From an optimization exercise on the open Yosys and OpenROAD flow, aimed at small area, a short achievable clock period and few clock cycles per item; shortcuts taken in it are not production practice. RTL that was checked went through simulation tests only; none was proved equivalent to the original. No functional check of the RTL was part of run 6. Power figures rest on the tool's default switching activity, not on a simulated workload.

==> design.v <==
`default_nettype none
package lru_pkg;
  localparam int KEY_SPACE_DEF  = 64;
  localparam int MAX_FRAMES_DEF = 8;
  localparam int              CFG_W     = 4;
  localparam logic [CFG_W-1:0] CFG_RESET = 4'd4;
endpackage
`default_nettype wire
`default_nettype none
`default_nettype wire
`default_nettype none
module lru_ctrl #(
  parameter  int KEY_SPACE  = lru_pkg::KEY_SPACE_DEF,
  parameter  int MAX_FRAMES = lru_pkg::MAX_FRAMES_DEF,
  localparam int KW         = $clog2(KEY_SPACE),
  localparam int CW         = $clog2(MAX_FRAMES + 1)
) (
  input  wire logic                      clk,
  input  wire logic                      rst_n,
  input  wire logic                      accept,
  input  wire logic [KW-1:0]             in_key,
  input  wire logic [$clog2(MAX_FRAMES)-1:0] limm1,
  output logic                           res_hit,
  output logic                           res_evicted,
  output logic [KW-1:0]                  res_evicted_key,
  output logic [CW-1:0]                  occupancy
);
  logic [KW-1:0]         list_r [MAX_FRAMES];
  logic [CW-1:0]         count_r;
  logic [MAX_FRAMES-1:0] vld;
  logic [MAX_FRAMES-1:0] match;
  logic [MAX_FRAMES-1:0] shift;
  logic                  hit;
  logic                  full;
  logic [KW-1:0]         tail_key;
  logic [KW-1:0]         tail_r;
  always_comb begin
    for (int i = 0; i < MAX_FRAMES; i++) begin
      vld[i]   = (count_r > CW'(i));
      match[i] = vld[i] && (list_r[i] == in_key);
    end
  end
  always_comb begin
    shift[0] = 1'b1;
    for (int i = 1; i < MAX_FRAMES; i++) begin
      shift[i] = shift[i-1] & ~match[i-1];
    end
  end
  assign hit  = |match;
  assign full = (count_r > CW'(limm1));
  always_comb begin
    tail_key = '0;
    for (int i = 0; i < MAX_FRAMES; i++) begin
      tail_key = tail_key | ({KW{count_r == CW'(i + 1)}} & list_r[i]);
    end
  end
  always_ff @(posedge clk) begin
    if (accept) begin
      list_r[0] <= in_key;
      for (int i = 1; i < MAX_FRAMES; i++) begin
        if (shift[i]) list_r[i] <= list_r[i-1];
      end
      res_hit         <= hit;
      res_evicted     <= ~hit & full;
      tail_r          <= tail_key;
    end
  end
  always_ff @(posedge clk) begin
    if (!rst_n) begin
      count_r <= '0;
    end else if (accept && !hit && !full) begin
      count_r <= CW'(count_r + 1'b1);
    end
  end
  assign res_evicted_key = {KW{res_evicted}} & tail_r;
  assign occupancy       = count_r;
endmodule
`default_nettype wire
`default_nettype none
module lru_page_reference_tracker_unit #(
  parameter  int KEY_SPACE  = lru_pkg::KEY_SPACE_DEF,
  parameter  int MAX_FRAMES = lru_pkg::MAX_FRAMES_DEF,
  localparam int KW         = $clog2(KEY_SPACE),
  localparam int CW         = $clog2(MAX_FRAMES + 1)
) (
  input  wire logic                      clk,
  input  wire logic                      rst_n,
  input  wire logic                      in_valid,
  output logic                           in_ready,
  input  wire logic [KW-1:0]             in_page_key,
  output logic                           out_valid,
  input  wire logic                      out_ready,
  output logic                           out_hit,
  output logic                           out_evicted,
  output logic [KW-1:0]                  out_evicted_key,
  output logic [CW-1:0]                  out_occupancy,
  input  wire logic                      cfg_valid,
  output logic                           cfg_ready,
  input  wire logic [lru_pkg::CFG_W-1:0] cfg_frames_in_use
);
  localparam int LW = $clog2(MAX_FRAMES);
  logic [LW-1:0] limm1_r;
  logic [LW-1:0] limm1_wr;
  logic          out_valid_r;
  logic          accept;
  always_comb begin
    if (cfg_frames_in_use == '0) begin
      limm1_wr = '0;
    end else if (cfg_frames_in_use > lru_pkg::CFG_W'(MAX_FRAMES)) begin
      limm1_wr = LW'(MAX_FRAMES - 1);
    end else begin
      limm1_wr = LW'(cfg_frames_in_use - 1'b1);
    end
  end
  assign cfg_ready = 1'b1;
  always_ff @(posedge clk) begin
    if (!rst_n) begin
      limm1_r <= LW'(lru_pkg::CFG_RESET - 1'b1);
    end else if (cfg_valid) begin
      limm1_r <= limm1_wr;
    end
  end
  assign in_ready = !out_valid_r || out_ready;
  assign accept   = in_valid && in_ready;
  lru_ctrl #(
    .KEY_SPACE  (KEY_SPACE),
    .MAX_FRAMES (MAX_FRAMES)
  ) u_ctrl (
    .clk             (clk),
    .rst_n           (rst_n),
    .accept          (accept),
    .in_key          (in_page_key),
    .limm1           (limm1_r),
    .res_hit         (out_hit),
    .res_evicted     (out_evicted),
    .res_evicted_key (out_evicted_key),
    .occupancy       (out_occupancy)
  );
  always_ff @(posedge clk) begin
    if (!rst_n) begin
      out_valid_r <= 1'b0;
    end else if (accept) begin
      out_valid_r <= 1'b1;
    end else if (out_ready) begin
      out_valid_r <= 1'b0;
    end
  end
  assign out_valid = out_valid_r;
endmodule
`default_nettype wire
==> flow/run.sh <==
#!/bin/bash
# The standard layout (the standard.sh) with two changes to buffering:
# the port buffers ORFS inserts before global placement use a small plain
# buffer cell, and clock tree synthesis builds its tree from clkbuf_8 cells under
# a clkbuf_8 root, in clusters of up to 22 sinks and without dummy loads.
set -euo pipefail
export BUFFER_PORTS_ARGS="-buffer_cell sky130_fd_sc_hd__buf_1"
export CTS_ARGS="-sink_clustering_enable -repair_clock_nets -dont_use_dummy_load -sink_clustering_size 22 -sink_clustering_max_diameter 80 -buf_list sky130_fd_sc_hd__clkbuf_8 -root_buf sky130_fd_sc_hd__clkbuf_8"
bash standard.sh > standard_flow.log 2>&1
==> standard.sh <==
#!/bin/bash
# synth_recipe.tcl (not shown) runs the flow's synth.tcl, then flattens the netlist and writes it again
# the make line also repeats each setting of config.mk as NAME=value (left out here)
make -C /OpenROAD-flow-scripts/flow DESIGN_CONFIG=/design/flow/config.mk WORK_HOME=/design/flow/orfs CLKGATE_MAP_FILE= SYNTH_SCRIPT=/design/flow/synth_recipe.tcl "${@:-finish}"
==> config.mk <==
export PLATFORM = sky130hd
export DESIGN_NAME = lru_page_reference_tracker_unit
export DESIGN_NICKNAME = lru_page_reference_tracker_unit
export VERILOG_FILES = /design/flow/design.v
export SDC_FILE = /design/flow/constraint.sdc
export NUM_CORES = 4
export LEC_CHECK = 0
export CAP_MARGIN = 20
export CORE_MARGIN = 2
export CORE_UTILIZATION = 40
export PLACE_DENSITY = 0.6
export SETUP_SLACK_MARGIN = 3
export SLEW_MARGIN = 20
==> constraint.sdc <==
create_clock -name core_clock -period 5.5 [get_ports {clk}]
set_input_delay 1.1000 -clock core_clock [delete_from_list [all_inputs] [get_ports {clk}]]
set_output_delay 1.1000 -clock core_clock [all_outputs]
set_load 0.01 [all_outputs]
==> impl_metrics.ini, run 1 <==
[outcome]
status = no timing/DRC/antenna violations

[floorplanning]
start_util_pct = 40.84
die_h_um = 95.13
pin_count = 30
row_count = 33
coreArea_mm2 = 0.008134
die_w_um = 95.13
die_area_mm2 = 0.009050

[synthesis]
synth_cell_types = 43
ys_async_sr_fraction_pct = 0
synth-edff-count = 56
syn_area_per_cell_um2 = 11.99
synth-main-ff-cell = edfxtp_1
ys_seq_elements = 64
ys_seq_area_share_pct = 55.44
ys_warn_count = 3
syn_nets = 301
syn_inst = 277
synthesis.area_mm2 = 0.003322

[final_layout]
fin_util_pct = 47.76
drive_gt1_share_pct = 18.47
syn2layout_area_growth_pct = 16.95
final_cell_count_no_fill = 419
final_cell_area_mm2 = 0.003885
final_common_cell = edfxtp_1
diodes = 0
final_nets = 340
layout_common_cells = edfxtp_1 (56), xor2_1 (26), xnor2_1 (21), buf_1 (21), buf_4 (18)

[global_route]
grt_pass1_vias = 2283
busiest_layer = met2
grt_usage_pct = 18.85
antenna_found_initial = 0
grt_overflow_total = 0
met1_usage_pct = 23.52
grt_pass1_wl_um = 12150
grt_start_max_net_pins = 27
met2_usage_pct = 29.69
grtUsageMet3_pct = 4.506

[timing]
maxClockFrequency_ghz = 0.3973
tightest_slew_ns = 0.7155
finalCriticalPeriod_ns = 2.517
hold_slack_ns = 0.5128
maxSlewHeadroom_pct = 51.93
finalHoldViolCount = 0
drv_slew = 0
setup_slack_ns = 2.983
setup_tns_ns = 0
grt_setup_unrepaired = true
min_period_over_period_pct = 45.76
fin_worst_skew_ns = 0.02067
setup_viol = 0

[worst_setup_path]
critical_path_class = input port to output port
cp_slowest_cell = nand2b_4
cpPeakStageDelay_ns = 0.13
crit_required_ns = 4.40
start_kind = input port
crit_path_cell_trace = buf_1, nand2b_4, buf_6
crit_arrival_ns = 1.42
worstSetupEndpointType = output port
crit_path_max_fanout = 2

[power_and_ir_drop]
comb_power_share_pct = 15.2
p_int_mw = 0.7882
p_sw_mw = 0.2850
swShare_pct = 26.55
totalPowerFinal_mw = 1.073
pwr_density_cell_mw_per_mm2 = 276.3
leakage_nw = 1.368
vdd_drop_max_mv = 0.2072
clockPowerShare_pct = 27.8
pwr-share-seq_pct = 57.1

[detailed_routing]
dr.first_iter.drc_count = 271
dr_total_vias = 2283
wl_um = 7831
wl_per_cell_um = 18.69
drc_errors = 0
ant_nets = 0
via_per_inst = 5.449
dr.pass1.iters = 4

[placement]
pre_cts_slack_ns = 2.006
post-place-cells = 397
hpwl_um = 5918
dpl-instance-area_mm2 = 0.003510
place_congestion = 0.9877
port_buffers = 28

[clock_tree]
ctsHoldBuffers = 0
cts-root-buf = clkbuf_8
htree_num_levels = 3
cts_buffers = 9
clock_path_buffers = 2
clock_sinks = 64
cts_tree = yes
cts.clk_slew.worst_paths_ns = 0.07
clock_latency_ns = 0.35

[run]
drv_cap = 0

[worst_hold_path]
hp-class = flip-flop to flip-flop
==> flip-flops by register name, indices dropped and copies added (netlist names) <==
signal              count
u_ctrl.res_hit          1
limm1_r                 3
u_ctrl.count_r          4
u_ctrl.res_evicted      1
u_ctrl.tail_r           6
u_ctrl.list_r          48
out_valid_r             1
==> kinds of logic (layout without fill, tap and decap cells) <==
| group | Yosys count | count (layout) | synth area share [%] |
|---|---|---|---|
| adder cells (fa/ha/maj) | 9 | 9 | 3.390 |
| buffers and inverters | 27 | 64 | 3.804 |
| AND/OR/NAND/NOR | 70 | 70 | 12.24 |
| XOR/XNOR | 49 | 49 | 12.92 |
| other | 1 | 1 | 0.1129 |
| flip-flops | 64 | 64 | 55.44 |
| multiplexers | 5 | 5 | 1.544 |
| AO/OA/AOI/OAI | 52 | 52 | 10.55 |
==> critical path: cells and delay by family <==
| kind | cells | cell delay (ns) |
|---|---|---|
| buffers and inverters | 2 | 0.18 |
| and+or+nand+nor | 1 | 0.13 |
==> power by group through the flow <==
stage / Clock, mW / Combinational, mW / Sequential, mW
6_report: 0.298 / 0.163 / 0.612
5_1_grt: 0.324 / 0.181 / 0.617
4_1_cts: 0.306 / 0.154 / 0.611
3_5_place_dp: 0 / 0.143 / 0.621
3_3_place_gp: 0 / 0.142 / 0.621
2_1_floorplan: 0 / 0.112 / 0.606
==> area by class of cell <==
class,instances,area (µm²)
multi-input cells,186,1495
inverters,14,52.55
fillers,747,4249
flip-flops and latches,64,1849
repair buffers,41,232.7
clock buffers,9,123.9
well taps,105,131.4
==> final timing paths <==
check             slack, ns  cells after the start                              to                      startpoint
setup / recovery       2.98                      3                        in_ready                       out_ready
setup reg to reg       3.10                      8  u_ctrl.count_r[2]$_SDFFE_PN0P_  u_ctrl.count_r[1]$_SDFFE_PN0P_
hold reg to reg        0.51                      0   u_ctrl.list_r[2][2]$_DFFE_PP_   u_ctrl.list_r[1][2]$_DFFE_PP_
hold / removal         0.51                      0   u_ctrl.list_r[2][2]$_DFFE_PP_   u_ctrl.list_r[1][2]$_DFFE_PP_
==> synthesized netlist by cell type, types with 3 or more instances <==
cell type / instances / area share [%]
edfxtp_1: 56 / 51
xor2_1: 28 / 7.4
xnor2_1: 21 / 5.5
inv_1: 14 / 1.6
a21oi_1: 13 / 2.0
nand2_1: 11 / 1.2
nand3_1: 11 / 1.7
nor2_1: 11 / 1.2
ha_1: 9 / 3.4
o21ai_0: 9 / 1.4
dfxtp_1: 8 / 4.8
a22oi_1: 7 / 1.6
and2_1: 7 / 1.3
nor4_1: 7 / 1.3
a31oi_1: 6 / 1.1
buf_4: 6 / 1.4
clkbuf_1: 5 / 0.57
nand4_1: 5 / 0.94
and3_1: 4 / 0.75
mux2i_1: 4 / 1.2
a221oi_1: 3 / 0.79
a22o_1: 3 / 0.79
nor2b_1: 3 / 0.57
o221ai_1: 3 / 0.79
==> timing repair <==
item                       CTS  global route
resized for setup           24            17
setup buffers                4             9
gates cloned                 0             0
setup endpoints to repair   44            36
pin swaps                    2             7
==> per-layer routing <==
| metal | wire [µm] | vias up |
|---|---|---|
| met5 | 0 | - |
| met4 | 276 | 0 |
| met3 | 542 | 22 |
| met2 | 3713 | 94 |
| met1 | 3298 | 1084 |
| li1 | - | 1083 |
Testbench counts, summed over its fixed seeds: cycles 16,512, items 16,384.
==> run 2, diff against run 1 <==
--- a/config.mk
+++ b/config.mk
@@ -9,5 +9,6 @@
 export CORE_MARGIN = 2
 export CORE_UTILIZATION = 40
 export PLACE_DENSITY = 0.6
-export SETUP_SLACK_MARGIN = 3
+export SETUP_SLACK_MARGIN = 3.1
 export SLEW_MARGIN = 20
+export TNS_END_PERCENT = 0
==> impl_metrics.ini, run 2 <==
[floorplanning]
die_h_um = 95.13
pin_count = 30
die_area_mm2 = 0.009050
die_w_um = 95.13
coreArea_mm2 = 0.008134
start_util_pct = 40.84
row_count = 33

[synthesis]
ys_warn_count = 3
synthTopCellsByCount = edfxtp_1 (56), xor2_1 (28), xnor2_1 (21)
ys_seq_elements = 64
ys_async_sr_fraction_pct = 0
synth_top_area_share_pct = 50.62
syn_nets = 301
syn_inst = 277
synth.area.top_cells = edfxtp_1 (51%), xor2_1 (7.4%), xnor2_1 (5.5%)
synth-main-ff-cell = edfxtp_1
synth-edff-count = 56
syn_area_per_cell_um2 = 11.99
yosysTopAreaCell = edfxtp_1
synthesis.area_mm2 = 0.003322
ys_seq_area_share_pct = 55.44
synth_cell_types = 43
synth.most_common_cell = edfxtp_1

[power_and_ir_drop]
leakage_nw = 1.325
pwr_density_cell_mw_per_mm2 = 280.5
vdd_drop_max_mv = 0.1562

[global_route]
grt_pass1_wl_um = 12390
grt_overflow_total = 0
antenna_found_initial = 0
grt_pass1_vias = 2235
grt_start_max_net_pins = 27
grt_usage_pct = 19.04

[placement]
port_buffers = 28
hpwl_um = 5902
post-place-cells = 397
place_congestion = 1.059

[clock_tree]
cts_buffers = 9
htree_num_levels = 3
cts_tree = yes
cts.clk_slew.worst_paths_ns = 0.06
clock_latency_ns = 0.35
cts-root-buf = clkbuf_8
ctsHoldBuffers = 0
clock_sinks = 64
clock_path_buffers = 2

[detailed_routing]
dr.pass1.iters = 5
ant_nets = 0
dr_total_vias = 2352
drc_errors = 0
wl_per_cell_um = 19.42
dr.first_iter.drc_count = 292
wl_um = 8003
via_per_inst = 5.709

[final_layout]
diodes = 0
final_common_cell = edfxtp_1
top_register = u_ctrl.list_r
drive_gt1_share_pct = 15.64
syn2layout_area_growth_pct = 14.39
layout_common_cells = edfxtp_1 (56), xor2_1 (26), xnor2_1 (21), buf_1 (21), inv_1 (13)
reg_top3 = u_ctrl.list_r (48), u_ctrl.tail_r (6), u_ctrl.count_r (4)
largest_reg_flops = 48
final_cell_count_no_fill = 412
final_nets = 333

[worst_setup_path]
timing.rr.start = u_ctrl.count_r[0]$_SDFFE_PN0P_
rrSetupSlack_ns = 3.17
worstSetupEndpointType = flip-flop
crit_path_max_fanout = 9
r2r-end = u_ctrl.res_evicted$_DFFE_PP_
crit_arrival_ns = 2.70
start_kind = input port
cpMostUsedCell = a21oi_2
r2r_cells = 8
critical_path_class = input port to flip-flop
cp_slowest_cell = or4_4
crit_required_ns = 5.68
cpPeakStageDelay_ns = 0.53
crit_path_cell_trace = clkbuf_4, xor2_1, nor3_1, a21oi_2, nand2_1, or4_4, a21oi_2

[timing]
tightest_slew_ns = 0.7490
grt_setup_unrepaired = true
fin_worst_skew_ns = 0.01744
maxSlewHeadroom_pct = 49.68
setup_tns_ns = 0
min_period_over_period_pct = 45.85
drv_slew = 0
finalHoldViolCount = 0
setup_viol = 0
maxClockFrequency_ghz = 0.3965
finalCriticalPeriod_ns = 2.522

[run]
drv_cap = 0

[worst_hold_path]
hold_depth = 0
hp-class = flip-flop to flip-flop
min_from = u_ctrl.list_r[1][0]$_DFFE_PP_
holdPathEnd = u_ctrl.list_r[2][0]$_DFFE_PP_

[outcome]
status = no timing/DRC/antenna violations
run 2: logic make-up after synthesis:
family / Yosys count / synth area share (%)
adder cells (fa/ha/maj): 9 / 3.390
AO/OA/AOI/OAI: 52 / 10.55
buffers and inverters: 27 / 3.804
AND/OR/NAND/NOR: 70 / 12.24
flip-flops: 64 / 55.44
multiplexers: 5 / 1.544
XOR/XNOR: 49 / 12.92
other: 1 / 0.1129
run 2: cell type report:
type / instances / area, µm²
Multi-Input combinational cell: 186 / 1463
Sequential cell: 64 / 1849
Fill cell: 735 / 4334
Timing Repair Buffer: 34 / 180.2
Inverter: 14 / 52.55
Tap cell: 105 / 131.4
Clock buffer: 9 / 123.9
run 2: through the flow:
step	worst slack (ns)	hold WS, ns	total power, mW	cell area [µm²]	util [%]
5_1_grt	2.926	0.5224	1.112	3800	46.72
6_report	2.978	0.5067	1.066	3800	46.72
2_1_floorplan	2.757	0.4652	0.7175	3398	-
4_1_cts	2.980	0.4987	1.067	3721	45.75
3_3_place_gp	2.096	0.4932	0.7631	3503	43.07
3_5_place_dp	1.992	0.4951	0.7639	3503	43.07
run 2: worst max-delay path: cells and delay by family:
family | cells | cell delay (ns)
simple gates | 3 | 0.77
xor+xnor | 1 | 0.24
compound gates | 2 | 0.38
buf+inv | 1 | 0.21
run 2: repair_timing:
| item | 4_1_cts | 5_1_grt |
|---|---|---|
| endpoints found under the setup margin | 51 | 42 |
| buffers inserted | 4 | 2 |
| resized for setup | 20 | 14 |
| pin swaps | 1 | 3 |
run 2: worst max-delay path by stage:
stage / startpoint / end / slack, ns / depth (start not counted)
floorplan: in_page_key[3] / u_ctrl.list_r[6][0]$_DFFE_PP_ / 2.76 / 7
global placement: in_page_key[3] / u_ctrl.list_r[7][4]$_DFFE_PP_ / 2.10 / 7
detailed placement: in_page_key[3] / u_ctrl.list_r[7][4]$_DFFE_PP_ / 1.99 / 7
CTS: out_ready / in_ready / 2.98 / 3
global route: in_page_key[4] / u_ctrl.res_evicted$_DFFE_PP_ / 2.93 / 8
finish: in_page_key[2] / u_ctrl.res_evicted$_DFFE_PP_ / 2.98 / 7
run 2: layer usage:
metal,vias to the layer above,track usage [%],part of all wire [%]
met3,29,4.743,8.5
met1,1109,25.39,42
met2,141,28.81,45
li1,1073,-,-
met4,0,9.541,4.1
met5,-,0,0
run 2: power breakdown:
| group | internal [mW] | leakage [nW] | switching, mW | total [mW] |
|---|---|---|---|---|
| Sequential | 0.573 | 0.613 | 0.0405 | 0.613 |
| Clock | 0.145 | 0.0647 | 0.148 | 0.293 |
| Combinational | 0.0674 | 0.648 | 0.0919 | 0.159 |
==> run 3, diff against run 2 <==
--- a/config.mk
+++ b/config.mk
@@ -9,6 +9,6 @@
 export CORE_MARGIN = 2
 export CORE_UTILIZATION = 40
 export PLACE_DENSITY = 0.6
-export SETUP_SLACK_MARGIN = 3.1
+export SETUP_SLACK_MARGIN = 2.95
 export SLEW_MARGIN = 20
 export TNS_END_PERCENT = 0
==> impl_metrics.ini, run 3 <==
[final_layout]
drive_gt1_share_pct = 14.24
layout_common_cells = edfxtp_1 (56), xor2_1 (27), buf_1 (22)
syn2layout_area_growth_pct = 13.86
final_nets = 335
top_register = u_ctrl.list_r
diodes = 0
fin_util_pct = 46.50
final_common_cell = edfxtp_1
fillers = 735
largest_reg_flops = 48
reg_top3 = u_ctrl.list_r (48), u_ctrl.tail_r (6), u_ctrl.count_r (4)
final_cell_count_no_fill = 414

[worst_setup_path]
rrSetupSlack_ns = 3.03
timing.rr.start = u_ctrl.count_r[1]$_SDFFE_PN0P_
r2r-end = u_ctrl.res_evicted$_DFFE_PP_
worstSetupEndpointType = flip-flop
crit_required_ns = 5.68
r2r_cells = 9
crit_path_max_fanout = 9
crit_arrival_ns = 2.76
start_kind = input port
critical_path_class = input port to flip-flop
crit_start = in_page_key[2]

[timing]
tightest_slew_ns = 0.7611
setup_tns_ns = 0
maxSlewHeadroom_pct = 49.19
min_period_over_period_pct = 47.02
grt_setup_unrepaired = true
maxClockFrequency_ghz = 0.3867
drv_slew = 0
fin_worst_skew_ns = 0.01793
setup_viol = 0
finalCriticalPeriod_ns = 2.586
hold_slack_ns = 0.5053
finalHoldViolCount = 0

[detailed_routing]
via_per_inst = 5.633
dr.first_iter.drc_count = 316
wl_um = 8015
wl_per_cell_um = 19.36
ant_nets = 0
dr_total_vias = 2332
drc_errors = 0
dr.pass1.iters = 5

[placement]
port_buffers = 28
place_congestion = 1.059
hpwl_um = 5902
post-place-cells = 397

[clock_tree]
ctsHoldBuffers = 0
cts_buffers = 9
clock_latency_ns = 0.35
clock_path_buffers = 2
cts.clk_slew.worst_paths_ns = 0.06
clock_sinks = 64
htree_num_levels = 3
cts_tree = yes
cts-root-buf = clkbuf_8

[power_and_ir_drop]
p_sw_mw = 0.2804
p_int_mw = 0.7843
comb_power_share_pct = 14.9
pwr_density_cell_mw_per_mm2 = 281.5
leakage_nw = 1.320
vdd_drop_max_mv = 0.1562
pwr-share-seq_pct = 57.5
clockPowerShare_pct = 27.5
swShare_pct = 26.34

[outcome]
status = no timing/DRC/antenna violations

[run]
drv_cap = 0

[synthesis]
synth_cell_types = 43
syn_nets = 301
ys_warn_count = 3
ys_async_sr_fraction_pct = 0
ys_seq_elements = 64
synthesis.area_mm2 = 0.003322
syn_inst = 277
synth-edff-count = 56
synthTopCellsByCount = edfxtp_1 (56), xor2_1 (28), xnor2_1 (21)
ys_seq_area_share_pct = 55.44
synth_top_area_share_pct = 50.62
synth.most_common_cell = edfxtp_1
synth.area.top_cells = edfxtp_1 (51%), xor2_1 (7.4%), xnor2_1 (5.5%)
syn_area_per_cell_um2 = 11.99
synth-main-ff-cell = edfxtp_1
yosysTopAreaCell = edfxtp_1

[floorplanning]
die_h_um = 95.13
pin_count = 30
coreArea_mm2 = 0.008134
row_count = 33
die_w_um = 95.13
start_util_pct = 40.84
die_area_mm2 = 0.009050

[global_route]
grt_pass1_vias = 2240
grt_start_max_net_pins = 27
grt_usage_pct = 18.95
grt_pass1_wl_um = 12330
grt_overflow_total = 0
antenna_found_initial = 0

[worst_hold_path]
hp-class = flip-flop to flip-flop
holdPathEnd = u_ctrl.list_r[2][0]$_DFFE_PP_
hold_depth = 0
min_from = u_ctrl.list_r[1][0]$_DFFE_PP_
-- run 3: cell count changes in the layout (fill, tap and decap cells not counted) --
cell	previous run	this run
xor2_1	26	27
nand2b_1	1	2
buf_2	0	2
buf_4	10	12
xor2_2	2	1
buf_1	21	22
dfxtp_1	4	6
inv_1	13	14
inv_2	1	0
clkbuf_4	2	0
nand2b_4	1	0
buf_6	1	0
dfxtp_2	3	2
dfxtp_4	1	0
-- run 3: worst max-delay path: stages --
cell     delay (ns)
buf_2          0.26
xor2_1         0.25
nor3_1         0.10
a21oi_2        0.24
nand2_1        0.14
or4_4          0.52
a21oi_2        0.15
-- run 3: cell type report --
class	count	area (µm²)	share of cell area, %
Timing Repair Buffer	36	182.7	4.830
Sequential cell	64	1844	48.76
Inverter	14	52.55	1.389
Clock buffer	9	123.9	3.275
Multi-Input combinational cell	186	1448	38.27
Tap cell	105	131.4	3.473
-- run 3: logic make-up (layout without fill, tap and decap cells) --
kind of cell	after synthesis	in the layout	share of synthesized area, %
xor gates and xnor gates	49	49	12.92
AOI/OAI and AO/OA	52	52	10.55
adders and majority gates	9	9	3.390
buffers and inverters	27	59	3.804
and+or+nand+nor	70	70	12.24
DFF	64	64	55.44
other	1	1	0.1129
muxes	5	5	1.544
-- run 3: worst max-delay path by stage --
stage / depth (start not counted) / to / slack [ns]
after floorplan: 7 / u_ctrl.list_r[6][0]$_DFFE_PP_ / 2.76
after global placement: 7 / u_ctrl.list_r[7][4]$_DFFE_PP_ / 2.10
after detailed placement: 7 / u_ctrl.list_r[7][4]$_DFFE_PP_ / 1.99
after CTS: 9 / u_ctrl.count_r[2]$_SDFFE_PN0P_ / 2.92
after global routing: 8 / u_ctrl.res_evicted$_DFFE_PP_ / 2.87
final: 7 / u_ctrl.res_evicted$_DFFE_PP_ / 2.91
-- run 3: power by group through the flow --
stage | Clock, mW | Sequential, mW | Combinational, mW
2_1_floorplan | 0 | 0.606 | 0.112
3_3_place_gp | 0 | 0.620 | 0.143
3_5_place_dp | 0 | 0.620 | 0.144
4_1_cts | 0.302 | 0.611 | 0.151
5_1_grt | 0.320 | 0.616 | 0.175
6_report | 0.293 | 0.613 | 0.159
-- run 3: stage by stage --
step / worst slack [ns] / instance area (µm²) / power [mW]
2_1_floorplan: 2.757 / 3398 / 0.7175
3_3_place_gp: 2.096 / 3503 / 0.7631
3_5_place_dp: 1.992 / 3503 / 0.7639
4_1_cts: 2.922 / 3690 / 1.064
5_1_grt: 2.868 / 3782 / 1.111
6_report: 2.914 / 3782 / 1.065
-- run 3: routing by layer --
metal  track usage [%]  up-vias  wire length, µm
met4             10.14        0              440
li1                  -     1076                -
met1             25.60     1094             3367
met2             28.35      122             3570
met3             4.269       40              637
met5                 0        -                0
-- run 3: repair_timing --
item                                    in CTS  in global routing
resized for setup                           12                 16
setup buffers                                4                  4
gates cloned                                 0                  0
pin swaps                                    1                  4
endpoints found under the setup margin      44                 24
==> run 4, diff against run 3 <==
--- a/design.v
+++ b/design.v
@@ -33,6 +33,7 @@
   logic                  hit;
   logic                  full;
   logic [KW-1:0]         tail_key;
+  logic                  full_r;
   logic [KW-1:0]         tail_r;
   always_comb begin
     for (int i = 0; i < MAX_FRAMES; i++) begin
@@ -61,7 +62,7 @@
         if (shift[i]) list_r[i] <= list_r[i-1];
       end
       res_hit         <= hit;
-      res_evicted     <= ~hit & full;
+      full_r          <= full;
       tail_r          <= tail_key;
     end
   end
@@ -72,6 +73,7 @@
       count_r <= CW'(count_r + 1'b1);
     end
   end
+  assign res_evicted     = ~res_hit & full_r;
   assign res_evicted_key = {KW{res_evicted}} & tail_r;
   assign occupancy       = count_r;
 endmodule
--- a/config.mk
+++ b/config.mk
@@ -9,6 +9,6 @@
 export CORE_MARGIN = 2
 export CORE_UTILIZATION = 40
 export PLACE_DENSITY = 0.6
-export SETUP_SLACK_MARGIN = 2.95
+export SETUP_SLACK_MARGIN = 3
 export SLEW_MARGIN = 20
 export TNS_END_PERCENT = 0
==> impl_metrics.ini, run 4 <==
[worst_setup_path]
crit_arrival_ns = 1.42
critical_path_class = input port to output port
worstSetupEndpointType = output port
crit_path_max_fanout = 3
crit_required_ns = 4.40
start_kind = input port

[floorplanning]
coreArea_mm2 = 0.008217
row_count = 33
die_area_mm2 = 0.009187
die_h_um = 95.85
die_w_um = 95.85
start_util_pct = 41.07
pin_count = 30

[clock_tree]
cts.clk_slew.worst_paths_ns = 0.06
cts_buffers = 9
cts_tree = yes
cts-root-buf = clkbuf_8
htree_num_levels = 3
clock_path_buffers = 2
clock_latency_ns = 0.34
clock_sinks = 64

[power_and_ir_drop]
leakage_nw = 1.390
p_int_mw = 0.7796
pwr_density_cell_mw_per_mm2 = 274.2
comb_power_share_pct = 14.4
vdd_drop_max_mv = 0.1775
p_sw_mw = 0.2738
swShare_pct = 25.99
clockPowerShare_pct = 28.0
pwr-share-seq_pct = 57.6
totalPowerFinal_mw = 1.053

[detailed_routing]
top_layer_used = met4
dr.first_iter.drc_count = 438
wl_met3_um = 553
ant_nets = 0
via_per_inst = 5.605
wl_met2_um = 3404
wl_um = 7566
drc_errors = 0
dr_total_vias = 2259
dr.pass1.iters = 6
wl_per_cell_um = 18.77
wl_met1_um = 3440

[synthesis]
yosysTopAreaCell = edfxtp_1
ys_seq_area_share_pct = 54.58
ys_warn_count = 3
ys_async_sr_fraction_pct = 0
syn_area_per_cell_um2 = 12.45
synth_top_area_share_pct = 49.83
syn_nets = 295
ys_seq_elements = 64
synthesis.area_mm2 = 0.003374
synth-main-ff-cell = edfxtp_1
syn_inst = 271
synthTopCellsByCount = edfxtp_1 (56), xor2_1 (33), inv_1 (15), xnor2_1 (15), nand2_1 (12)
synth.area.top_cells = edfxtp_1 (50%), xor2_1 (8.6%), dfxtp_1 (4.7%)
synth.most_common_cell = edfxtp_1
synth-edff-count = 56
synth_cell_types = 56

[final_layout]
final_nets = 324
syn2layout_area_growth_pct = 13.87
regArea_mm2 = 0.001847
fillers = 741
top_register = u_ctrl.list_r
fin_util_pct = 46.76
drive_gt1_share_pct = 17.45
multiInputGateArea_mm2 = 0.001519
reg_top3 = u_ctrl.list_r (48), u_ctrl.tail_r (6), u_ctrl.count_r (4)
layout_common_cells = edfxtp_1 (56), xor2_1 (29), buf_1 (21)
final_common_cell = edfxtp_1
diodes = 0
largest_reg_flops = 48

[timing]
fin_worst_skew_ns = 0.01516
drv_slew = 0
grt_setup_unrepaired = true
finalHoldViolCount = 0
setup_viol = 0
hold_slack_ns = 0.5092
finalCriticalPeriod_ns = 2.521
min_period_over_period_pct = 45.84
maxSlewHeadroom_pct = 53.90
setup_tns_ns = 0
setup_slack_ns = 2.979
tightest_slew_ns = 0.6898
maxClockFrequency_ghz = 0.3966

[placement]
place_congestion = 0.8801
hpwl_um = 5614
port_buffers = 28
pre_cts_slack_ns = 2.274

[global_route]
antenna_found_initial = 0
grt_usage_pct = 17.46
grt_overflow_total = 0
grt_pass1_wl_um = 11430
grt_start_max_net_pins = 24
grt_pass1_vias = 2050

[outcome]
status = no timing/DRC/antenna violations

[run]
drv_cap = 0

[worst_hold_path]
hp-class = flip-flop to flip-flop
-- run 4: changes by cell type after synthesis, sizes merged, moves of 3 or more --
cell | previous run | this run
nand3 | 11 | 3
a222oi | 0 | 3
a21oi | 15 | 9
xnor2 | 21 | 15
nor2 | 12 | 8
xor2 | 28 | 33
nand2b | 2 | 5
-- run 4: final timing paths --
check / from / endpoint / slack [ns] / depth (start not counted)
worst max register to register: u_ctrl.count_r[1]$_SDFFE_PN0P_ / u_ctrl.count_r[3]$_SDFFE_PN0P_ / 3.12 / 8
worst min-delay path: u_ctrl.list_r[2][2]$_DFFE_PP_ / u_ctrl.list_r[3][2]$_DFFE_PP_ / 0.51 / 0
worst max-delay path: out_ready / in_ready / 2.98 / 3
worst min register to register: u_ctrl.list_r[2][2]$_DFFE_PP_ / u_ctrl.list_r[3][2]$_DFFE_PP_ / 0.51 / 0
-- run 4: kinds of logic after synthesis --
family,synth area share (%)
AND/OR/NAND/NOR,12.75
flip-flops,54.58
XOR/XNOR,12.46
AO/OA/AOI/OAI,10.01
buffers and inverters,4.634
adder cells (fa/ha/maj),3.337
multiplexers,2.114
other,0.1111
-- run 4: metrics by stage --
stage	std cells	area (µm²)
global placement	390	3522
global route	403	3842
detailed placement	390	3522
CTS	400	3696
floorplan	271	3386
finish	403	3842
-- run 4: layer usage --
layer | up-vias | track usage, %
met5 | - | 0
met4 | 0 | 6.786
met3 | 17 | 4.699
met2 | 103 | 26.22
met1 | 1088 | 24.14
li1 | 1051 | -
-- run 4: power groups by stage --
stage               logic [mW]  registers (mW)  clock network, mW
floorplan                0.103           0.601                  0
global placement         0.133           0.613                  0
detailed placement       0.134           0.613                  0
CTS                      0.140           0.603              0.305
global route             0.169           0.610              0.323
finish                   0.152           0.607              0.295
-- run 4: repair_timing --
item	4_1_cts	5_1_grt
endpoints found under the setup margin	49	32
gates resized for setup	15	25
hold buffers	0	0
pin swaps	1	2
buffers inserted	1	3
hold endpoints to repair	0	0
cloned	0	0
-- run 4: area by class of cell --
type	instances	area share, %
Clock buffer	9	3.224
Inverter	15	1.465
Multi-Input combinational cell	178	39.53
Sequential cell	64	48.06
Tap cell	105	3.419
Timing Repair Buffer	32	4.298
-- run 4: critical path, cell delays in order --
cell      delay, ns
buf_1          0.07
nand2b_4       0.14
buf_6          0.12
Testbench counts of run 4, summed over its fixed seeds: cycles 16,512, items 16,384.
==> run 5, diff against run 4 <==
--- a/config.mk
+++ b/config.mk
@@ -5,10 +5,10 @@
 export SDC_FILE = /design/flow/constraint.sdc
 export NUM_CORES = 4
 export LEC_CHECK = 0
-export CAP_MARGIN = 20
+export CAP_MARGIN = 5
 export CORE_MARGIN = 2
 export CORE_UTILIZATION = 40
 export PLACE_DENSITY = 0.6
 export SETUP_SLACK_MARGIN = 3
-export SLEW_MARGIN = 20
+export SLEW_MARGIN = 5
 export TNS_END_PERCENT = 0
==> impl_metrics.ini, run 5 <==
[placement]
hpwl_um = 5614
place_congestion = 0.8801
pre_cts_slack_ns = 2.274
dpl-instance-area_mm2 = 0.003522
port_buffers = 28

[detailed_routing]
dr.pass1.iters = 4
drc_errors = 0
ant_nets = 0
dr_total_vias = 2178
wl_per_cell_um = 18.52
via_per_inst = 5.445
dr.first_iter.drc_count = 386
wl_um = 7409

[global_route]
grt_pass1_vias = 2050
grt_overflow_total = 0
antenna_found_initial = 0
grt_start_max_net_pins = 24
grt_pass1_wl_um = 11430
grt_usage_pct = 17.46

[synthesis]
synth_top_area_share_pct = 49.83
synthesis.area_mm2 = 0.003374
ys_seq_area_share_pct = 54.58
syn_area_per_cell_um2 = 12.45
synth-main-ff-cell = edfxtp_1
synthTopCellsByCount = edfxtp_1 (56), xor2_1 (33), inv_1 (15), xnor2_1 (15), nand2_1 (12)
synth_cell_types = 56
synth-edff-count = 56
ys_warn_count = 3
ys_async_sr_fraction_pct = 0
ys_seq_elements = 64
synth.most_common_cell = edfxtp_1
yosysTopAreaCell = edfxtp_1
synth.area.top_cells = edfxtp_1 (50%), xor2_1 (8.6%), dfxtp_1 (4.7%)
syn_inst = 271
syn_nets = 295

[final_layout]
layout_common_cells = edfxtp_1 (56), xor2_1 (31), buf_1 (22)
diodes = 0
drive_gt1_share_pct = 12.54
final_nets = 321
syn2layout_area_growth_pct = 9.974
final_common_cell = edfxtp_1
final_cell_area_mm2 = 0.003711
reg_top3 = u_ctrl.list_r (48), u_ctrl.tail_r (6), u_ctrl.count_r (4)
top_register = u_ctrl.list_r
largest_reg_flops = 48

[clock_tree]
clock_latency_ns = 0.34
cts_buffers = 9
cts_tree = yes
cts-root-buf = clkbuf_8
cts.clk_slew.worst_paths_ns = 0.06
htree_num_levels = 3
clock_path_buffers = 2
ctsHoldBuffers = 0
clock_sinks = 64

[worst_setup_path]
cpPeakStageDelay_ns = 0.31
crit_path_max_fanout = 9
crit_arrival_ns = 2.61
start_kind = input port
crit_required_ns = 5.53
cp_slowest_cell = nand3b_1
worstSetupEndpointType = flip-flop
critical_path_class = input port to flip-flop
crit_path_cell_trace = buf_2, xor2_1, nor4_4, a31oi_4, nand2b_4, nand3b_1, nor2b_4

[floorplanning]
row_count = 33
die_h_um = 95.85
die_w_um = 95.85
pin_count = 30
coreArea_mm2 = 0.008217
start_util_pct = 41.07
die_area_mm2 = 0.009187

[timing]
setup_slack_ns = 2.922
maxSlewHeadroom_pct = 21.78
drv_slew = 0
setup_viol = 0
maxClockFrequency_ghz = 0.3878
finalHoldViolCount = 0
fin_worst_skew_ns = 0.01504
finalCriticalPeriod_ns = 2.578
grt_setup_unrepaired = true
tightest_slew_ns = 1.157
min_period_over_period_pct = 46.88
setup_tns_ns = 0

[worst_hold_path]
hp-class = flip-flop to flip-flop

[power_and_ir_drop]
pwr_density_cell_mw_per_mm2 = 280.2
leakage_nw = 1.340
totalPowerFinal_mw = 1.040
vdd_drop_max_mv = 0.1784

[outcome]
status = no timing/DRC/antenna violations

[run]
drv_cap = 0
-- run 5: cell counts after synthesis --
No cell type changed its count.
-- run 5: layout make-up --
cell class / count / area, µm²
inverter: 15 / 56.30
fill: 757 / 4506
clock buffer: 9 / 123.9
tap: 105 / 131.4
multi-input combinational: 178 / 1435
sequential: 64 / 1844
timing repair buffer: 29 / 120.1
-- run 5: critical path: cells and delay by family --
family,cells,cell delay (ns)
simple gates,4,0.79
xor+xnor,1,0.27
compound gates,1,0.22
buf+inv,1,0.22
-- run 5: routing by layer --
metal	up-vias	GRT usage, %	routed length [µm]
li1	1039	-	-
met3	11	4.699	630
met5	-	0	0
met4	0	6.786	134
met1	1039	24.14	3322
met2	89	26.22	3322
-- run 5: what timing repair did --
action | CTS | global route
endpoints found under the setup margin | 49 | 37
pin swaps | 1 | 0
setup buffers | 1 | 0
endpoints found under the hold margin | 0 | 0
gates resized for setup | 15 | 3
-- run 5: stage by stage --
stage / hold WS [ns] / utilization (%) / instances
floorplan: 0.4704 / - / 271
global placement: 0.4918 / 42.87 / 390
finish: 0.5091 / 45.17 / 400
detailed placement: 0.4923 / 42.87 / 390
global route: 0.5236 / 45.17 / 400
CTS: 0.5100 / 44.98 / 400
-- run 5: power by group --
group          switching (mW)  leakage, nW  internal (mW)
registers              0.0336        0.612          0.571
logic                  0.0848        0.664         0.0554
clock network           0.150       0.0647          0.145
total                   0.268         1.34          0.772
-- run 5: logic make-up after synthesis --
group / synth area share [%]
xor gates and xnor gates: 12.46
and+or+nand+nor: 12.75
AOI/OAI and AO/OA: 10.01
DFF: 54.58
buffers and inverters: 4.634
other: 0.1111
muxes: 2.114
adders and majority gates: 3.337
-- run 5: path summary, 6_finish.rpt --
check	cells past startpoint	to	startpoint	slack, ns
worst max-delay path	7	u_ctrl.list_r[6][5]$_DFFE_PP_	in_page_key[5]	2.92
worst min-delay path	0	u_ctrl.list_r[3][2]$_DFFE_PP_	u_ctrl.list_r[2][2]$_DFFE_PP_	0.51
worst max register to register	5	u_ctrl.list_r[6][5]$_DFFE_PP_	u_ctrl.count_r[2]$_SDFFE_PN0P_	2.99
worst min register to register	0	u_ctrl.list_r[3][2]$_DFFE_PP_	u_ctrl.list_r[2][2]$_DFFE_PP_	0.51
==> run 6, diff against run 5 <==
--- a/design.v
+++ b/design.v
@@ -33,6 +33,7 @@
   logic                  hit;
   logic                  full;
   logic [KW-1:0]         tail_key;
+  logic                  hit_r;
   logic                  full_r;
   logic [KW-1:0]         tail_r;
   always_comb begin
@@ -61,7 +62,7 @@
       for (int i = 1; i < MAX_FRAMES; i++) begin
         if (shift[i]) list_r[i] <= list_r[i-1];
       end
-      res_hit         <= hit;
+      hit_r           <= hit;
       full_r          <= full;
       tail_r          <= tail_key;
     end
@@ -73,8 +74,9 @@
       count_r <= CW'(count_r + 1'b1);
     end
   end
-  assign res_evicted     = ~res_hit & full_r;
-  assign res_evicted_key = {KW{res_evicted}} & tail_r;
+  assign res_hit         = hit_r;
+  assign res_evicted     = ~hit_r & full_r;
+  assign res_evicted_key = {KW{~hit_r & full_r}} & tail_r;
   assign occupancy       = count_r;
 endmodule
 `default_nettype wire
==> run.sh (new file) <==
#!/bin/bash
# synth_recipe.tcl (not shown) runs the flow's synth.tcl, then flattens the netlist and writes it again
# the make line also repeats each setting of config.mk as NAME=value (left out here)
make -C /OpenROAD-flow-scripts/flow DESIGN_CONFIG=/design/flow/config.mk WORK_HOME=/design/flow/orfs CLKGATE_MAP_FILE= SYNTH_SCRIPT=/design/flow/synth_recipe.tcl finish
--- a/config.mk
+++ b/config.mk
@@ -5,10 +5,10 @@
 export SDC_FILE = /design/flow/constraint.sdc
 export NUM_CORES = 4
 export LEC_CHECK = 0
-export CAP_MARGIN = 5
+export CAP_MARGIN = 20
 export CORE_MARGIN = 2
 export CORE_UTILIZATION = 40
 export PLACE_DENSITY = 0.6
 export SETUP_SLACK_MARGIN = 3
-export SLEW_MARGIN = 5
+export SLEW_MARGIN = 20
 export TNS_END_PERCENT = 0
removed: flow/run.sh
removed: standard.sh
==> impl_metrics.ini, run 6 <==
[final_layout]
final_common_cell = edfxtp_1
top_register = u_ctrl.list_r
final_nets = 322
multiInputGateArea_mm2 = 0.001464
fillers = 730
regArea_mm2 = 0.001843
final_cell_count_no_fill = 409
reg_top3 = u_ctrl.list_r (48), u_ctrl.tail_r (6), u_ctrl.count_r (4)
drive_gt1_share_pct = 15.46
fin_util_pct = 48.45
layout_common_cells = edfxtp_1 (56), xor2_1 (21), xnor2_1 (21)
diodes = 0
syn2layout_area_growth_pct = 16.90
largest_reg_flops = 48

[synthesis]
synth.area.top_cells = edfxtp_1 (49%), xnor2_1 (5.4%), xor2_1 (5.4%)
synth_top_area_share_pct = 49.38
syn_inst = 271
ys_seq_elements = 64
syn_area_per_cell_um2 = 12.57
synth-main-ff-cell = edfxtp_1
synthesis.area_mm2 = 0.003406
ys_warn_count = 3
yosysTopAreaCell = edfxtp_1
synth_cell_types = 48
synth-edff-count = 56
synthTopCellsByCount = edfxtp_1 (56), xnor2_1 (21), xor2_1 (21)
ys_seq_area_share_pct = 54.08
synth.most_common_cell = edfxtp_1
ys_async_sr_fraction_pct = 0
syn_nets = 294

[global_route]
grt_start_max_net_pins = 23
antenna_found_initial = 0
grt_pass1_vias = 2198
grt_pass1_wl_um = 12010
grt_usage_pct = 18.21
grt_overflow_total = 0

[run]
drv_cap = 0

[worst_setup_path]
cpPeakStageDelay_ns = 0.52
r2r_cells = 8
crit_arrival_ns = 1.62
crit_required_ns = 4.40
rrSetupSlack_ns = 3.03
crit_path_max_fanout = 7
start_kind = flip-flop
critical_path_class = flip-flop to output port
cp_slowest_cell = clkdlybuf4s50_1
timing.rr.start = u_ctrl.count_r[0]$_SDFFE_PN0P_
worstSetupEndpointType = output port
r2r-end = u_ctrl.list_r[7][3]$_DFFE_PP_
crit_path_cell_trace = nor2b_4, and2_1, clkdlybuf4s50_1

[clock_tree]
cts-root-buf = clkbuf_8
clock_path_buffers = 2
cts_buffers = 9
clock_latency_ns = 0.34
cts_tree = yes
htree_num_levels = 3
ctsHoldBuffers = 0
clock_sinks = 64
cts.clk_slew.worst_paths_ns = 0.07

[timing]
fin_worst_skew_ns = 0.008095
finalHoldViolCount = 0
tightest_slew_ns = 0.7884
setup_tns_ns = 0
drv_slew = 0
min_period_over_period_pct = 49.38
maxClockFrequency_ghz = 0.3682
grt_setup_unrepaired = true
setup_viol = 0
finalCriticalPeriod_ns = 2.716
maxSlewHeadroom_pct = 47.04

[placement]
post-place-cells = 392
hpwl_um = 5922
port_buffers = 28
place_congestion = 0.8463

[worst_hold_path]
min_from = u_ctrl.list_r[1][5]$_DFFE_PP_
hp-class = flip-flop to flip-flop
hold_depth = 0
holdPathEnd = u_ctrl.list_r[2][5]$_DFFE_PP_

[detailed_routing]
dr.pass1.iters = 4
dr_total_vias = 2202
dr.first_iter.drc_count = 154
wl_um = 7633
ant_nets = 0
via_per_inst = 5.384
wl_per_cell_um = 18.66
drc_errors = 0

[floorplanning]
row_count = 33
start_util_pct = 41.45
die_h_um = 96.28
pin_count = 30
die_area_mm2 = 0.009269
die_w_um = 96.28
coreArea_mm2 = 0.008217

[power_and_ir_drop]
vdd_drop_max_mv = 0.1626
pwr_density_cell_mw_per_mm2 = 287.6
totalPowerFinal_mw = 1.145
leakage_nw = 1.428

[outcome]
status = no timing/DRC/antenna violations
run 6: area by class of cell:
cell class	count	area share [%]
sequential	64	46.29
multi-input combinational	180	36.77
timing repair buffer	30	7.637
tap	105	3.300
clock buffer	9	3.111
clock inverter	7	1.571
inverter	14	1.320
run 6: per-layer routing:
| layer | vias to the layer above | wire, µm | track usage, % |
|---|---|---|---|
| li1 | 1048 | - | - |
| met1 | 1081 | 3404 | 24.14 |
| met2 | 63 | 3641 | 28.82 |
| met3 | 10 | 461 | 4.229 |
| met4 | 0 | 126 | 7.262 |
| met5 | - | 0 | 0 |
run 6: power by group:
part           total (mW)  switching [mW]  internal (mW)  leakage [nW]
Combinational       0.160          0.0881         0.0723         0.727
Sequential          0.604          0.0334          0.571         0.611
Clock               0.380           0.176          0.204        0.0901
Total                1.15           0.298          0.847          1.43
run 6: repair_timing:
item / in CTS / in global routing
endpoints found under the setup margin: 58 / 46
resized for setup: 32 / 1
cloned: 0 / 0
pin swaps: 0 / 0
buffers inserted: 1 / 0
run 6: worst max-delay path by stage:
stage,startpoint,endpoint,cells after the start
floorplan,out_ready,u_ctrl.list_r[6][0]$_DFFE_PP_,5
global placement,in_page_key[2],u_ctrl.list_r[7][3]$_DFFE_PP_,7
detailed placement,in_page_key[1],u_ctrl.list_r[7][1]$_DFFE_PP_,7
CTS,u_ctrl.hit_r$_DFFE_PP_,out_evicted_key[3],3
global route,u_ctrl.hit_r$_DFFE_PP_,out_evicted_key[0],3
finish,u_ctrl.hit_r$_DFFE_PP_,out_evicted_key[3],3
run 6: critical path, delay by kind of cell (launching register included):
family / cells / cell delay, ns
buffers and inverters: 1 / 0.52
AND/OR/NAND/NOR: 2 / 0.32
flip-flops: 1 / 0.43
run 6: logic make-up (layout without fill, tap and decap cells):
| family | after synthesis | after routing | synth area share, % |
|---|---|---|---|
| DFF | 64 | 64 | 54.08 |
| muxes | 7 | 7 | 2.057 |
| AOI/OAI and AO/OA | 50 | 50 | 10.29 |
| buffers and inverters | 27 | 60 | 4.482 |
| xor gates and xnor gates | 48 | 48 | 13.67 |
| adders and majority gates | 8 | 8 | 2.939 |
| other | 1 | 1 | 0.1101 |
| and+or+nand+nor | 66 | 66 | 12.38 |
run 6: stage by stage:
| stage | instance area (µm²) | hold WS (ns) | setup slack (ns) |
|---|---|---|---|
| after global placement | 3755 | 0.4967 | 1.942 |
| final | 3981 | 0.5120 | 2.784 |
| after CTS | 3979 | 0.5152 | 2.750 |
| after floorplan | 3436 | 0.4701 | 2.935 |
| after global routing | 3981 | 0.5357 | 2.696 |
| after detailed placement | 3755 | 0.4997 | 1.868 |
==> run 7, diff against run 6 <==
--- a/design.v
+++ b/design.v
@@ -33,8 +33,6 @@
   logic                  hit;
   logic                  full;
   logic [KW-1:0]         tail_key;
-  logic                  hit_r;
-  logic                  full_r;
   logic [KW-1:0]         tail_r;
   always_comb begin
     for (int i = 0; i < MAX_FRAMES; i++) begin
@@ -62,8 +60,8 @@
       for (int i = 1; i < MAX_FRAMES; i++) begin
         if (shift[i]) list_r[i] <= list_r[i-1];
       end
-      hit_r           <= hit;
-      full_r          <= full;
+      res_hit         <= hit;
+      res_evicted     <= ~hit & full;
       tail_r          <= tail_key;
     end
   end
@@ -74,9 +72,7 @@
       count_r <= CW'(count_r + 1'b1);
     end
   end
-  assign res_hit         = hit_r;
-  assign res_evicted     = ~hit_r & full_r;
-  assign res_evicted_key = {KW{~hit_r & full_r}} & tail_r;
+  assign res_evicted_key = {KW{res_evicted}} & tail_r;
   assign occupancy       = count_r;
 endmodule
 `default_nettype wire
==> impl_metrics.ini, run 7 <==
[outcome]
status = no timing/DRC/antenna violations

[floorplanning]
die_area_mm2 = 0.009050
coreArea_mm2 = 0.008134
die_h_um = 95.13
row_count = 33
die_w_um = 95.13
start_util_pct = 40.84
pin_count = 30

[timing]
setup_viol = 0
finalCriticalPeriod_ns = 2.598
grt_setup_unrepaired = true
setup_slack_ns = 2.902
tightest_slew_ns = 0.8130
drv_slew = 0
min_period_over_period_pct = 47.25
maxClockFrequency_ghz = 0.3848
maxSlewHeadroom_pct = 45.38
finalHoldViolCount = 0
setup_tns_ns = 0
fin_worst_skew_ns = 0.01015

[power_and_ir_drop]
pwr_density_cell_mw_per_mm2 = 284.2
vdd_drop_max_mv = 0.1744
leakage_nw = 1.410

[worst_setup_path]
rrSetupSlack_ns = 3.04
timing.rr.start = u_ctrl.count_r[2]$_SDFFE_PN0P_
cpPeakStageDelay_ns = 0.58
crit_path_max_fanout = 26
critical-path-top-delay-family = buffers and inverters
worstSetupEndpointType = output port
crit_arrival_ns = 1.50
r2r_cells = 7
crit_required_ns = 4.40
start_kind = flip-flop
r2r-end = u_ctrl.res_evicted$_DFFE_PP_
cp_slowest_cell = clkdlybuf4s50_1
critical_path_class = flip-flop to output port
crit_buf_inv = 2
crit_path_cell_trace = buf_6, clkdlybuf4s50_1

[synthesis]
synthesis.area_mm2 = 0.003322
ys_warn_count = 3
syn_nets = 301
synth_top_area_share_pct = 50.62
ys_seq_area_share_pct = 55.44
ys_seq_elements = 64
synth_cell_types = 43
synth-edff-count = 56
synth-main-ff-cell = edfxtp_1
synthTopCellsByCount = edfxtp_1 (56), xor2_1 (28), xnor2_1 (21)
ys_async_sr_fraction_pct = 0
syn_inst = 277
syn_area_per_cell_um2 = 11.99
yosysTopAreaCell = edfxtp_1
synth.area.top_cells = edfxtp_1 (51%), xor2_1 (7.4%), xnor2_1 (5.5%)
synth.most_common_cell = edfxtp_1

[detailed_routing]
drc_errors = 0
dr_total_vias = 2311
ant_nets = 0
via_per_inst = 5.516
wl_per_cell_um = 19.11
dr.pass1.iters = 5
wl_um = 8005
dr.first_iter.drc_count = 268

[worst_hold_path]
min_from = u_ctrl.list_r[2][3]$_DFFE_PP_
hold_depth = 0
hp-class = flip-flop to flip-flop
holdPathEnd = u_ctrl.list_r[3][3]$_DFFE_PP_

[final_layout]
diodes = 0
reg_top3 = u_ctrl.list_r (48), u_ctrl.tail_r (6), u_ctrl.count_r (4)
top_register = u_ctrl.list_r
fin_util_pct = 48.61
final_cell_area_mm2 = 0.003954
final_common_cell = edfxtp_1
largest_reg_flops = 48
syn2layout_area_growth_pct = 19.02
layout_common_cells = edfxtp_1 (56), xor2_1 (28), xnor2_1 (21)
final_nets = 334
fillers = 724
final_cell_count_no_fill = 419
drive_gt1_share_pct = 15.92

[clock_tree]
htree_num_levels = 3
cts.clk_slew.worst_paths_ns = 0.07
ctsHoldBuffers = 0
cts_tree = yes
cts-root-buf = clkbuf_8
clock_latency_ns = 0.35
clock_sinks = 64
clock_path_buffers = 2
cts_buffers = 9

[run]
drv_cap = 0

[global_route]
grt_pass1_vias = 2144
grt_start_max_net_pins = 27
antenna_found_initial = 0
grt_pass1_wl_um = 12140
grt_overflow_total = 0
grt_usage_pct = 18.75

[placement]
post-place-cells = 398
dpl-instance-area_mm2 = 0.003686
place_congestion = 0.9650
pre_cts_slack_ns = 1.691
port_buffers = 28
hpwl_um = 5960
[run 7: metal layers]
| metal | part of all wire, % | up-vias | wire length, µm | global-route usage, % |
|---|---|---|---|---|
| met5 | 0 | - | 0 | 0 |
| met4 | 3.1 | 0 | 246 | 9.541 |
| met1 | 42 | 1092 | 3376 | 24.73 |
| li1 | - | 1079 | - | - |
| met3 | 6.8 | 20 | 542 | 3.874 |
| met2 | 48 | 120 | 3839 | 29.23 |
[run 7: stage by stage]
step / power, mW / hold slack, ns
3_5_place_dp: 0.7789 / 0.4956
2_1_floorplan: 0.7175 / 0.4652
5_1_grt: 1.167 / 0.5324
4_1_cts: 1.123 / 0.5080
3_3_place_gp: 0.7793 / 0.4974
6_report: 1.124 / 0.5045
[run 7: worst max path at each step]
stage                                   startpoint                       endpoint  slack [ns]  depth (start not counted)
floorplan                           in_page_key[3]  u_ctrl.list_r[6][0]$_DFFE_PP_        2.76                          7
finish              u_ctrl.count_r[2]$_SDFFE_PN0P_               out_occupancy[2]        2.90                          2
global placement                    in_page_key[3]  u_ctrl.list_r[7][4]$_DFFE_PP_        1.75                          7
CTS                 u_ctrl.count_r[3]$_SDFFE_PN0P_               out_occupancy[3]        2.85                          1
detailed placement                  in_page_key[3]  u_ctrl.list_r[7][0]$_DFFE_PP_        1.69                          7
global route          u_ctrl.res_evicted$_DFFE_PP_             out_evicted_key[3]        2.86                          2
[run 7: power breakdown]
part	switching [mW]	internal (mW)	total, mW
Clock	0.184	0.158	0.342
Combinational	0.0916	0.0798	0.171
Sequential	0.0383	0.572	0.610
[run 7: layout make-up]
| cell class | count | area (µm²) | share of cell area (%) |
|---|---|---|---|
| Sequential cell | 64 | 1848 | 46.74 |
| Multi-Input combinational cell | 186 | 1445 | 36.55 |
| Timing Repair Buffer | 35 | 315.3 | 7.975 |
| Tap cell | 105 | 131.4 | 3.323 |
| Clock buffer | 9 | 123.9 | 3.133 |
| Inverter | 14 | 52.55 | 1.329 |
| Clock inverter | 6 | 37.54 | 0.9494 |
[run 7: kinds of logic after synthesis]
| group | synth area share, % |
|---|---|
| buf+inv | 3.804 |
| other cells | 0.1129 |
| mux | 1.544 |
| flops | 55.44 |
| xor+xnor | 12.92 |
| compound gates | 10.55 |
| fa+ha+maj | 3.390 |
| simple gates | 12.24 |
[run 7: timing repair]
item	in CTS	in global routing
setup endpoints to repair	59	54
gates resized for setup	42	20
pin swaps	1	2
buffers inserted	2	4
Testbench counts of run 7, summed over its fixed seeds: cycles 16,512, items 16,384.
==> run 8, diff against run 7 <==
--- a/design.v
+++ b/design.v
@@ -33,7 +33,6 @@
   logic                  hit;
   logic                  full;
   logic [KW-1:0]         tail_key;
-  logic [KW-1:0]         tail_r;
   always_comb begin
     for (int i = 0; i < MAX_FRAMES; i++) begin
       vld[i]   = (count_r > CW'(i));
@@ -62,7 +61,7 @@
       end
       res_hit         <= hit;
       res_evicted     <= ~hit & full;
-      tail_r          <= tail_key;
+      res_evicted_key <= {KW{~hit & full}} & tail_key;
     end
   end
   always_ff @(posedge clk) begin
@@ -72,8 +71,7 @@
       count_r <= CW'(count_r + 1'b1);
     end
   end
-  assign res_evicted_key = {KW{res_evicted}} & tail_r;
-  assign occupancy       = count_r;
+  assign occupancy = count_r;
 endmodule
 `default_nettype wire
 `default_nettype none
==> impl_metrics.ini, run 8 <==
[timing]
min_period_over_period_pct = 47.86
drv_slew = 0
setup_tns_ns = 0
maxSlewHeadroom_pct = 45.27
grt_setup_unrepaired = true
finalCriticalPeriod_ns = 2.632
fin_worst_skew_ns = 0.008404
finalHoldViolCount = 0
maxClockFrequency_ghz = 0.3799
setup_viol = 0
tightest_slew_ns = 0.8147

[worst_setup_path]
critical_path_class = input port to flip-flop
crit_cells = 7
cp_slowest_cell = or4b_4
crit_start = in_page_key[4]
crit_buf_inv = 1
r2r_cells = 7
critical-path-top-delay-family = simple AND/OR/NAND/NOR gates
timing.rr.start = u_ctrl.count_r[2]$_SDFFE_PN0P_
start_kind = input port
cpPeakStageDelay_ns = 0.64
rrSetupSlack_ns = 2.98
crit_arrival_ns = 2.83
crit_path_max_fanout = 7
crit_path_end = u_ctrl.res_evicted_key[2]$_DFFE_PP_
r2r-end = u_ctrl.res_evicted_key[2]$_DFFE_PP_
crit_required_ns = 5.70
worstSetupEndpointType = flip-flop
crit_path_cell_trace = buf_12, xor2_1, nor4_1, and4_4, or3_4, or4b_4, a21oi_2

[clock_tree]
cts_tree = yes
cts_buffers = 9
clock_sinks = 64
cts.clk_slew.worst_paths_ns = 0.06
cts-root-buf = clkbuf_8
htree_num_levels = 3
clock_latency_ns = 0.35
clock_path_buffers = 2

[final_layout]
top_register = u_ctrl.list_r
final_common_cell = edfxtp_1
fillers = 729
final_nets = 325
largest_reg_flops = 48
syn2layout_area_growth_pct = 24.90
final_cell_count_no_fill = 412
diodes = 0
reg_top3 = u_ctrl.list_r (48), u_ctrl.res_evicted_key (6), u_ctrl.count_r (4)
layout_common_cells = edfxtp_1 (56), xnor2_1 (23), xor2_1 (21)
drive_gt1_share_pct = 25.41

[detailed_routing]
via_per_inst = 5.546
wl_um = 8119
dr_total_vias = 2285
dr.first_iter.drc_count = 180
wl_per_cell_um = 19.71
dr.pass1.iters = 5
drc_errors = 0
ant_nets = 0

[synthesis]
ys_seq_area_share_pct = 54.86
ys_warn_count = 3
ys_seq_elements = 64
synth-edff-count = 56
synth-main-ff-cell = edfxtp_1
yosysTopAreaCell = edfxtp_1
synth.most_common_cell = edfxtp_1
synth_cell_types = 51
ys_async_sr_fraction_pct = 0
synth_top_area_share_pct = 50.09
synth.area.top_cells = edfxtp_1 (50%), xor2_1 (6.5%), xnor2_1 (6.0%)
syn_nets = 289
syn_area_per_cell_um2 = 12.62
syn_inst = 266
synthTopCellsByCount = edfxtp_1 (56), xor2_1 (25), xnor2_1 (23)
synthesis.area_mm2 = 0.003357

[global_route]
grt_usage_pct = 19.03
grt_start_max_net_pins = 23
grt_pass1_vias = 2241
antenna_found_initial = 0
grt_overflow_total = 0
grt_pass1_wl_um = 12370

[power_and_ir_drop]
leakage_nw = 1.500
vdd_drop_max_mv = 0.1969
pwr-share-seq_pct = 47.6
swShare_pct = 24.27
clockPowerShare_pct = 37.6
comb_power_share_pct = 14.8
p_int_mw = 0.9571
p_sw_mw = 0.3067
pwr_density_cell_mw_per_mm2 = 301.4

[floorplanning]
start_util_pct = 41.06
die_area_mm2 = 0.009141
pin_count = 30
die_h_um = 95.61
coreArea_mm2 = 0.008175
row_count = 33
die_w_um = 95.61

[placement]
port_buffers = 28
hpwl_um = 5819
place_congestion = 0.9323
post-place-cells = 384

[worst_hold_path]
hp-class = flip-flop to flip-flop

[outcome]
status = no timing/DRC/antenna violations

[run]
drv_cap = 0
## run 8: changes by cell type in the layout (fill, tap and decap cells not counted), sizes merged, moves of 6 or more
cell,previous run,this run
and2,7,0
nand3,11,1
mux2,1,8
a222oi,0,6
buf,12,18
## run 8: how the worst min path moves through the flow
stage | slack, ns | to | start | depth (start not counted)
floorplan | 0.46 | u_ctrl.list_r[7][4]$_DFFE_PP_ | u_ctrl.list_r[6][4]$_DFFE_PP_ | 0
global placement | 0.48 | u_ctrl.list_r[3][1]$_DFFE_PP_ | u_ctrl.list_r[2][1]$_DFFE_PP_ | 0
detailed placement | 0.48 | u_ctrl.list_r[5][3]$_DFFE_PP_ | u_ctrl.list_r[4][3]$_DFFE_PP_ | 0
CTS | 0.50 | u_ctrl.list_r[5][3]$_DFFE_PP_ | u_ctrl.list_r[4][3]$_DFFE_PP_ | 0
global route | 0.51 | u_ctrl.list_r[5][5]$_DFFE_PP_ | u_ctrl.list_r[4][5]$_DFFE_PP_ | 0
finish | 0.50 | u_ctrl.list_r[5][3]$_DFFE_PP_ | u_ctrl.list_r[4][3]$_DFFE_PP_ | 0
## run 8: cell type report
type                    instances  area [µm²]  share of cell area, %
clock buffers                  10       127.6                  3.044
clock inverters                 6       107.6                  2.566
inverters                      16       60.06                  1.432
multi-input cells             170        1465                  34.94
flip-flops and latches         64        1844                  43.99
well taps                     105       131.4                  3.133
repair buffers                 41       456.7                  10.89
## run 8: routing by layer
metal	track usage (%)	part of all wire, %
met5	0	0
met4	4.762	0.83
met3	5.455	6.3
met2	29.60	47
met1	26.23	46
## run 8: what timing repair did
action | in CTS | in global routing
pin swaps | 0 | 5
endpoints found under the setup margin | 58 | 53
gates resized for setup | 47 | 29
hold buffers | 0 | 0
setup buffers | 2 | 8
gates cloned | 0 | 2
## run 8: power by group through the flow
stage / Clock, mW / Combinational (mW) / Sequential, mW
6_report: 0.475 / 0.187 / 0.601
3_3_place_gp: 0 / 0.164 / 0.609
4_1_cts: 0.482 / 0.167 / 0.599
2_1_floorplan: 0 / 0.116 / 0.599
3_5_place_dp: 0 / 0.164 / 0.609
5_1_grt: 0.503 / 0.204 / 0.606
## run 8: kinds of logic (layout without fill, tap and decap cells)
group                    Yosys count  count (layout)  synth area share [%]
XOR/XNOR                          48              48                 12.52
flip-flops                        64              64                 54.86
AO/OA/AOI/OAI                     50              50                 11.26
other                              1               1                0.1117
adder cells (fa/ha/maj)            8               8                 2.982
AND/OR/NAND/NOR                   52              52                 9.132
multiplexers                      11              11                 3.578
buffers and inverters             32              73                 5.553
## run 8: metrics by stage
| stage | setup slack, ns | hold WS (ns) | total power, mW | area, µm² | util, % |
|---|---|---|---|---|---|
| 5_1_grt | 2.841 | 0.5135 | 1.313 | 4193 | 51.29 |
| 2_1_floorplan | 2.682 | 0.4649 | 0.7159 | 3440 | - |
| 6_report | 2.868 | 0.4996 | 1.264 | 4193 | 51.29 |
| 4_1_cts | 2.848 | 0.4988 | 1.248 | 3964 | 48.48 |
| 3_3_place_gp | 1.751 | 0.4832 | 0.7728 | 3709 | 45.36 |
| 3_5_place_dp | 1.747 | 0.4838 | 0.7724 | 3709 | 45.36 |
Testbench counts of run 8, summed over its fixed seeds: cycles 16,512, items 16,384.

## static timing again, ports no longer ideal
How much do the figures lean on ideal ports? The routed layouts below were timed once more, with nothing changed but the port constraints.
Step 1, drivers: a clkbuf_16 drives clk and a buf_2 each remaining input, both assumed.
Step 2, shift: input delay + t, output delay - t, t = (earliest + latest rising clock arrival at the registers) / 2. This alone moves slack from input paths to output paths.
Three values: no drivers, after step 1, after step 2; two values: the first two.
run	shift t [ns]	slack for setup (ns)	worst setup path at the end	pins driven straight from the clock port
run 1	0.366	2.983 / 2.964 / 2.675	input to register	1
run 2	0.367	2.978 / 2.956 / 2.618	input to register	1
run 3	0.368	2.914 / 2.923 / 2.555	input to register	1
run 4	0.360	2.979 / 2.956 / 2.670	input to register	1
run 5	0.360	2.922 / 2.926 / 2.570	input to register	1
run 6	0.370	2.784 / 2.753 / 2.464	input to register	1
run 7	0.379	2.902 / 2.872 / 2.560	input to register	1
run 8	0.375	2.868 / 2.779 / 2.404	input to register	1
After both steps every run listed still meets setup and hold. The setup slack of run 8, which loses most, moves by -0.089 ns with the drivers and by -0.464 ns with both steps.
